This design comes from an exercise in tuning for small area on the open sky130 flow, not from production work. The RTL was checked by simulation tests, not by an equivalence proof against the original design. Power and IR drop assume default switching activity.

Setup of wip/raven:
// fir_q15
module fir_q15 (
  input  logic               clk,
  input  logic               reset,
  input  logic               in_valid_i,
  output logic               in_ready_o,
  input  logic signed [15:0] in_data_i,
  input  logic               coef_we_i,
  input  logic [3:0]         coef_addr_i,
  input  logic signed [15:0] coef_data_i,
  output logic               coef_err_o,
  output logic               out_valid_o,
  output logic signed [15:0] out_data_o,
  output logic               busy_o
);
clock: 10.0 ns
lec_check: 0
cap_margin: 20
core_margin: 2
core_utilization: 60
slew_margin: 20
standard.sh (not shown) runs the stock make flow with config.mk's settings and CLKGATE_MAP_FILE= SYNTH_SCRIPT=/design/flow/synth_recipe.tcl, a recipe that flattens the netlist after the stock synthesis.
==> flow/flow/run.sh <==
#!/bin/bash
# The standard layout, with the port buffers made from the smallest buffer cell
# and the clock tree built from fewer, larger sink clusters.
set -euo pipefail
export BUFFER_PORTS_ARGS="-buffer_cell sky130_fd_sc_hd__buf_1"
export CTS_ARGS="-sink_clustering_enable -repair_clock_nets -sink_clustering_size 22 -sink_clustering_max_diameter 55 -buf_list sky130_fd_sc_hd__clkbuf_8 -dont_use_dummy_load"
bash standard.sh > standard.log 2>&1
Edits applied to the flow inputs when going from wip/raven to wip/violet:
==> flow/flow/run.sh <==
#!/bin/bash
# The standard layout, with the port buffers made from the smallest buffer cell
# and the clock tree built from fewer, larger sink clusters.
set -euo pipefail
export BUFFER_PORTS_ARGS="-buffer_cell sky130_fd_sc_hd__buf_1"
export CTS_ARGS="-sink_clustering_enable -repair_clock_nets -sink_clustering_size 20 -sink_clustering_max_diameter 60 -buf_list sky130_fd_sc_hd__clkbuf_8 -dont_use_dummy_load"
bash standard.sh > standard.log 2>&1
--- outcome ---
Summary — count of TritonRoute iterations in the first routing pass, wip/violet relative to wip/raven: lower, by 2. Between wip/violet and wip/raven, the total power divided by cell area does not differ in any meaningful way. Re setup slack after layout: wip/violet is 10 ps up on wip/raven.
The following lists how wip/delta was set up differently from wip/violet:
- PLACE_DENSITY: unset -> 0.75
### Flow results
As far as die width goes, wip/violet and wip/delta are indistinguishable; the numbers are identical.
Iteration-0 DRC count of the detailed router ends up higher on wip/delta.
Compared with wip/violet, wip/delta shows a lower final clock period utilization by the worst path.
On design area, wip/delta and wip/violet are neck and neck.
Looking at wip/delta and wip/violet, the share of total power in the clock network is a wash.
Highest clock rate ends up lower on wip/violet.
On internal portion of total power, wip/delta and wip/violet are neck and neck.
The setup slack of wip/delta was superior to that of wip/violet.
Delta(overall fraction of global-route tracks in use, wip/delta - wip/violet) < 0

## build 64
fir_q15, a different RTL version from the one above (not shown whole).
Size in the first run: about 890 cells after synthesis, roughly 550 flip-flops, ~60 I/O pins, ~0.014 mm² of cells after synthesis.
// fir_q15
module fir_q15 (
  input  logic               clk,
  input  logic               reset,
  input  logic               in_valid_i,
  output logic               in_ready_o,
  input  logic signed [15:0] in_data_i,
  input  logic               coef_we_i,
  input  logic [3:0]         coef_addr_i,
  input  logic signed [15:0] coef_data_i,
  output logic               coef_err_o,
  output logic               out_valid_o,
  output logic signed [15:0] out_data_o,
  output logic               busy_o
);
  fir_mac_serial u_fir (
    .clk(clk), .reset(reset),
    .in_valid_i(in_valid_i), .in_ready_o(in_ready_o), .in_data_i(in_data_i),
    .coef_we_i(coef_we_i), .coef_addr_i(coef_addr_i), .coef_data_i(coef_data_i),
    .coef_err_o(coef_err_o),
    .out_valid_o(out_valid_o), .out_data_o(out_data_o), .busy_o(busy_o)
  );
endmodule
export LEC_CHECK = 0
export CAP_MARGIN = 20
export CORE_MARGIN = 2
export CORE_UTILIZATION = 60
export SLEW_MARGIN = 20
create_clock -name core_clock -period 10.0 [get_ports {clk}]
==> flow/flow/run.sh <==
#!/bin/bash
# The standard layout, with the port buffers made from the smallest buffer cell
# and the clock tree built from fewer, larger sink clusters.
set -euo pipefail
export BUFFER_PORTS_ARGS="-buffer_cell sky130_fd_sc_hd__buf_1"
export CTS_ARGS="-sink_clustering_enable -repair_clock_nets -sink_clustering_size 20 -sink_clustering_max_diameter 60 -buf_list sky130_fd_sc_hd__clkbuf_8 -dont_use_dummy_load"
bash standard.sh > standard.log 2>&1
Input-level comparison between build 42 and build 64:
diff --git a/flow/flow/run.sh b/flow/flow/run.sh
--- a/flow/flow/run.sh
+++ b/flow/flow/run.sh
@@ -6 +6 @@
-export CTS_ARGS="-sink_clustering_enable -repair_clock_nets -sink_clustering_size 20 -sink_clustering_max_diameter 60 -buf_list sky130_fd_sc_hd__clkbuf_8 -dont_use_dummy_load"
+export CTS_ARGS="-sink_clustering_enable -repair_clock_nets -sink_clustering_size 32 -sink_clustering_max_diameter 45 -buf_list sky130_fd_sc_hd__clkbuf_16 -dont_use_dummy_load"
==> comparison <==
In the flow results for build 64 and build 42, the initial detailed-routing violation count is larger on build 42.
The global-route usage was comparable across build 64 and build 42.
Build 42 vs. build 64: synthesized cell count now sits at about the same level; depth of the worst hold-timing path held; post-layout minimum cycle time went up 0.013 ns; maximum frequency flat.
Modified inputs, build 9 compared to build 42
Settings: CTS_CLUSTER_SIZE now 16, previously not set; CTS_BUF_LIST now sky130_fd_sc_hd__clkbuf_8, previously not set; CTS_CLUSTER_DIAMETER now 100, previously not set.
==> flow/run.sh (new file) <==
#!/bin/bash
# synth_recipe.tcl (not shown) runs the flow's synth.tcl, then flattens the netlist and writes it again
# the make line also repeats each setting of config.mk as NAME=value (left out here)
make -C /OpenROAD-flow-scripts/flow DESIGN_CONFIG=/design/flow/config.mk WORK_HOME=/design/flow/orfs CLKGATE_MAP_FILE= SYNTH_SCRIPT=/design/flow/synth_recipe.tcl finish
removed: flow/flow/run.sh
removed: flow/standard.sh
Notes after the runs:
~same share of cell area taken by multi-input logic gates in build 9 and build 42
Build 9 against build 42: share of power burned in the clock network now smaller; total chip power now smaller.
Re post-route clock period utilization: build 42 was lower than build 9.
Build 9 against build 42: wire length flat, detailed-route wire length per cell down 1.1%, count of non-filler cells in the finished layout up 14.

separate check: timing with driven ports:
In the flow no input, the clock included, has a driving cell. The finished layouts below were timed again as built, in two steps.
Step 1: set_driving_cell puts a clkbuf_16 on clk and a buf_2 on each other input, an assumption about the parent block.
Step 2, shift: input delay + t, output delay - t, t = (earliest + latest rising clock arrival at the registers) / 2. This alone moves slack from input paths to output paths.
a / b / c = ideal / step 1 / step 2; a / b = the first two.
run	t (ns)	setup slack, ns	latest minus earliest clock arrival (ns)	slew at the worst register clock pin (ns)	worst data-port slew with drivers (ns)
wip/raven	0.623	0.463 / 0.471 / -0.152	0.076 / 0.077	0.12 / 0.12	0.04
wip/violet	0.614	0.473 / 0.481 / -0.133	0.044 / 0.044	0.11 / 0.11	0.04
wip/delta	0.611	0.519 / 0.536 / -0.075	0.063 / 0.063	0.11 / 0.11	0.06
build 64	0.562	0.332 / 0.348 / -0.214	0.070 / 0.070	0.12 / 0.12	0.04
build 42	0.544	0.320 / 0.340 / -0.205	0.064 / 0.065	0.10 / 0.10	0.04
build 9	0.607	0.237 / 0.258 / -0.349	0.038 / 0.038	0.11 / 0.11	0.04
With both steps, setup timing fails in every run listed, where it was met with ideal ports. For wip/raven, which loses most, drivers alone change the setup slack by +0.008 ns; drivers and shift together by -0.615 ns.
